Context: an optimization exercise on an open-source flow, tuned for small area. The choices shown serve that exercise and are no tape-out recipe. In this exercise RTL edits were held to simulation tests only and were not proved equivalent to the original. The flow treats the clock pin as an ideal source, which a real chip does not have. Power figures rest on the tool's default switching activity, not on a simulated workload.

## umber
==> flow/design.v (excerpt) <==
module decode_stage
(
  input  logic      clk_i,
  input  logic      reset_i,
  input  rv64_isa_pkg::xlen_t     pc_i,
  input  rv64_isa_pkg::inst_t     inst_i,
  input  logic      predict_taken_i,
  input  rv64_isa_pkg::xlen_t     rs1_data_i,
  input  rv64_isa_pkg::xlen_t     rs2_data_i,
  input  rv64_isa_pkg::xlen_t     ex_data_i,
  input  rv64_isa_pkg::xlen_t     mem_data_i,
  input  rv64_isa_pkg::xlen_t     wb_data_i,
  input  rv64_isa_pkg::xlen_t     load_data_i,
  input  exec_ctrl_pkg::fwd_sel_t  rs1_fwd_sel_i,
  input  exec_ctrl_pkg::fwd_sel_t  rs2_fwd_sel_i,
  input  logic      rs1_load_fwd_i,
  input  logic      rs2_load_fwd_i,
  output rv64_isa_pkg::reg_addr_t rs1_addr_o,
  output rv64_isa_pkg::reg_addr_t rs2_addr_o,
  output logic      rs1_r_en_o,
  output logic      rs2_r_en_o,
  output logic      redirect_o,
  output rv64_isa_pkg::xlen_t     redirect_pc_o,
  output exec_ctrl_pkg::alu_op_t   ex_alu_op_o,
  output exec_ctrl_pkg::alu_sel_t  ex_alu_sel_o,
  output rv64_isa_pkg::xlen_t     ex_rs1_data_o,
  output rv64_isa_pkg::xlen_t     ex_rs2_data_o,
  output rv64_isa_pkg::xlen_t     ex_pc_o,
  output rv64_isa_pkg::reg_addr_t ex_wb_addr_o,
  output logic      ex_wb_en_o,
  output logic      ex_mem_r_en_o,
  output logic      ex_mem_w_en_o,
  output exec_ctrl_pkg::mem_mask_t ex_mem_mask_o,
  output logic      ex_mem_signed_o,
  output rv64_isa_pkg::xlen_t     ex_store_data_o
);
  rv64_isa_pkg::xlen_t rs1_val, rs2_val;
  logic is_jalr, is_branch;
  inst_decoder i_inst_decoder (
    .inst_i,
    .rs1_addr_o, .rs2_addr_o,
    .rs1_en_o    (rs1_r_en_o), .rs2_en_o (rs2_r_en_o),
    .is_jalr_o   (is_jalr),    .is_branch_o (is_branch)
  );
  operand_forward i_rs1_forward (
    .regfile_data_i (rs1_data_i),
    .ex_data_i, .mem_data_i, .wb_data_i, .load_data_i,
    .fwd_sel_i      (rs1_fwd_sel_i),
  ...
Size: roughly 220 flip-flops, roughly 18000 sq um of cells after synthesis.
clock: 12.0 ns
lec_check: 0
cap_margin: 20
core_area: 5 5 215 215
die_area: 0 0 220 220
slew_margin: 20
run.sh (not shown) runs the stock make flow with config.mk's settings and CLKGATE_MAP_FILE= SYNTH_SCRIPT=/design/flow/synth_recipe.tcl, a recipe that flattens the netlist after the stock synthesis.
umber got as far as I/O pin placement, where a tool error ended the run.
> inputs changed (umber -> ember)
--- a/flow/config.mk
+++ b/flow/config.mk
@@ -7,5 +7,5 @@
 export LEC_CHECK = 0
 export CAP_MARGIN = 20
-export CORE_AREA = 5 5 215 215
-export DIE_AREA = 0 0 220 220
+export CORE_AREA = 5 5 295 295
+export DIE_AREA = 0 0 300 300
 export SLEW_MARGIN = 20
[summary]
- ember has completed all stages; timing, DRC and antenna checks passed.
- ember vs umber — standard-cell row count rose about 38%.
- Taking umber over ember, the die extent in x ratio works out to 0.73.
- Changes observed in ember relative to umber: cell area after technology mapping about even, height of the chip rose 36%, fraction of the mapped netlist area in compound gates about even, sequential fraction of the synthesis area about even.
For pepper, these inputs were changed with respect to ember:
--- a/flow/config.mk
+++ b/flow/config.mk
@@ -9,3 +9,4 @@
 export CORE_AREA = 5 5 295 295
 export DIE_AREA = 0 0 300 300
+export GPL_TIMING_DRIVEN = 0
 export SLEW_MARGIN = 20
- Max final critical-path share of the clock period across ember and pepper: pepper
- Of ember and pepper, the higher area of combinational cells with multiple inputs belongs to pepper.
- Number of filler cells placed in the layout (pepper vs. ember) increases slightly
- Design area (pepper over ember): decrease, 3.8%
- pepper: all stages done; final checks FAILED (negative setup slack).

* * *

Setup of run A:
Another version of the RTL of decode_stage (not shown whole).
For scale: about 1700 cells after synthesis, about 850 I/O pins, about 14000 um2 of cells after synthesis.
Settings: LEC_CHECK=0, CAP_MARGIN=20, CORE_AREA=5 5 295 295, DIE_AREA=0 0 300 300, GPL_TIMING_DRIVEN=0, SLEW_MARGIN=20, SYNTH_HIERARCHICAL=1, SYNTH_MINIMUM_KEEP_SIZE=0; clock period 12.0 ns.
standard.sh (not shown) runs the stock make flow with config.mk's settings and CLKGATE_MAP_FILE= SYNTH_SCRIPT=/design/flow/synth_recipe.tcl, a recipe that flattens the netlist after the stock synthesis.
==> flow/flow/run.sh <==
#!/bin/bash
# Standard layout (the standard.sh, standard synthesis unchanged) with:
#  - port buffers made from the smallest buffer cell,
#  - a clock tree of smaller clock buffers without dummy loads,
#  - gates off the critical paths downsized after the resize step's
#    repair_design, followed by another repair_design.
set -e -o pipefail
export BUFFER_PORTS_ARGS="-buffer_cell sky130_fd_sc_hd__buf_1"
export CTS_ARGS="-sink_clustering_enable -repair_clock_nets -dont_use_dummy_load -sink_clustering_size 8 -sink_clustering_max_diameter 40 -buf_list {sky130_fd_sc_hd__clkbuf_2 sky130_fd_sc_hd__clkbuf_4}"
export GPL_KEEP_OVERFLOW=0
export POST_RESIZE_TCL=$PWD/flow/post_resize.tcl
bash standard.sh > standard.log 2>&1
==> flow/flow/post_resize.tcl <==
# After the resize step's repair_design: downsize gates with timing slack
# (same footprint only), then repair any slew or capacitance this leaves.
estimate_parasitics -placement
report_design_area
report_wns
repair_timing -recover_power 100 -match_cell_footprint -verbose
report_design_area
repair_design -cap_margin 20 -slew_margin 20 -match_cell_footprint -verbose
report_design_area
report_wns
Edits applied to the flow inputs when going from run A to run B:
Settings: swapping 20 for 5 in CAP_MARGIN; clearing GPL_TIMING_DRIVEN, which used to be 0; swapping 20 for 5 in SLEW_MARGIN.
==> flow/flow/run.sh <==
#!/bin/bash
# Standard layout (the standard.sh, standard synthesis unchanged) with:
#  - port buffers made from the smallest buffer cell,
#  - a clock tree of smaller clock buffers without dummy loads,
#  - gates off the critical paths downsized after the resize step's
#    repair_design, followed by another repair_design, and again after
#    clock tree synthesis.
set -e -o pipefail
export BUFFER_PORTS_ARGS="-buffer_cell sky130_fd_sc_hd__buf_1"
export CTS_ARGS="-sink_clustering_enable -repair_clock_nets -dont_use_dummy_load -sink_clustering_size 10 -sink_clustering_max_diameter 45 -buf_list {sky130_fd_sc_hd__clkbuf_4}"
export GPL_KEEP_OVERFLOW=0
export POST_RESIZE_TCL=$PWD/flow/post_resize.tcl
export POST_CTS_TCL=$PWD/flow/post_cts.tcl
bash standard.sh > standard.log 2>&1
==> flow/flow/post_cts.tcl (new file) <==
# After clock tree synthesis and its timing repair: downsize gates with timing
# slack (same footprint only), repair any slew or capacitance this leaves and
# legalize; global routing then repairs with routing parasitics.
estimate_parasitics -placement
report_design_area
repair_timing -recover_power 100 -match_cell_footprint -verbose
repair_design -cap_margin $::env(CAP_MARGIN) -slew_margin $::env(SLEW_MARGIN) -match_cell_footprint -verbose
detailed_placement
estimate_parasitics -placement
report_design_area
report_wns
--- a/flow/flow/post_resize.tcl
+++ b/flow/flow/post_resize.tcl
@@ -6,5 +6,5 @@
 repair_timing -recover_power 100 -match_cell_footprint -verbose
 report_design_area
-repair_design -cap_margin 20 -slew_margin 20 -match_cell_footprint -verbose
+repair_design -cap_margin $::env(CAP_MARGIN) -slew_margin $::env(SLEW_MARGIN) -match_cell_footprint -verbose
 report_design_area
 report_wns
==> run notes <==
Run B: no failed stages, no open violations at the end. Run B -> run A: post-synthesis average cell area delta 0, exact match. Any difference in total clock network power between run A and run B is small enough to ignore. met3 layer usage reported by global route up 0.31 points in run B wrt run A. From run A to run B the numbers moved as follows: slack of the critical path went up, worst setup slack after placement rose 0.21 ns. Sort run A and run B by wire length, ascending, and run A comes first. Comparing run A and run B, the higher total global-route track usage is on run B.
What run C does differently from run B at the input level:
Settings: DIE_AREA changed from 0 0 300 300 to 0 0 220 220; CORE_AREA changed from 5 5 295 295 to 5 5 215 215; CAP_MARGIN changed from 5 to 20; SLEW_MARGIN changed from 5 to 20.
==> flow/flow/run.sh <==
#!/bin/bash
# Standard layout (the standard.sh, standard synthesis unchanged) with:
#  - port buffers made from the smallest buffer cell,
#  - a clock tree of smaller clock buffers without dummy loads,
#  - gates off the critical paths downsized after global placement, before
#    the standard repair_design of the resize step.
set -e -o pipefail
export BUFFER_PORTS_ARGS="-buffer_cell sky130_fd_sc_hd__buf_1"
export CTS_ARGS="-sink_clustering_enable -repair_clock_nets -dont_use_dummy_load -sink_clustering_size 8 -sink_clustering_max_diameter 40 -buf_list {sky130_fd_sc_hd__clkbuf_2 sky130_fd_sc_hd__clkbuf_4}"
export GPL_KEEP_OVERFLOW=0
export PLACE_PINS_ARGS="-min_distance 1 -min_distance_in_tracks"
export PRE_RESIZE_TCL=$PWD/flow/pre_resize.tcl
bash standard.sh > standard.log 2>&1
==> flow/flow/pre_resize.tcl (new file) <==
# Downsize gates with timing slack (same footprint only); repair_design in
# the resize step then fixes any slew or capacitance this leaves.
estimate_parasitics -placement
set_dont_use $::env(DONT_USE_CELLS)
report_design_area
repair_timing -recover_power 100 -match_cell_footprint -verbose
report_design_area
report_wns
removed: flow/flow/post_cts.tcl
removed: flow/flow/post_resize.tcl
==> run notes <==
On design area, run B loses to run C. Taking run B as the reference, in run C combinational share of power up 0.6 points; placeable core area down about 50%; tap cell count down 488. Run B vs run C, timing startpoint of the critical path: inst_i[0] vs rs2_load_fwd_i. In run C, routed length on met2 is lower than in run B. Changes observed in run C relative to run B: clock network area share saw little to no change; worst hold margin went up by 0.061 ns; power share of the sequential group was more or less identical; net total in the final layout shows no meaningful change.

static timing again, ports no longer ideal:
Ports are ideal in the flow. The routed layouts listed here were re-timed in OpenROAD.
Step 1 sets driving cells, clkbuf_16 on the clock port and buf_2 on the other inputs (assumed; they add their load-dependent delay and slew).
Step 2 also shifts input and output timing later by t, the mid clock arrival at the registers, as if the neighbouring blocks saw the same clock.
Slacks: ideal / step 1 / step 2; pairs: ideal / step 1.
run	t (ns)	setup slack, ns	worst setup path at the end	pins driven straight from the clock port
ember	0.646	0.176 / 0.107 / 0.107	input to output	1
pepper	0.651	-0.169 / -0.233 / -0.233	input to output	1
run A	0.848	0.320 / 0.284 / 0.284	input to output	1
run B	0.837	0.964 / 0.938 / 0.938	input to output	1
run C	0.796	1.432 / 1.411 / 1.411	input to output	1
For ember, which loses most, drivers alone change the setup slack by -0.069 ns; drivers and shift together by -0.069 ns.
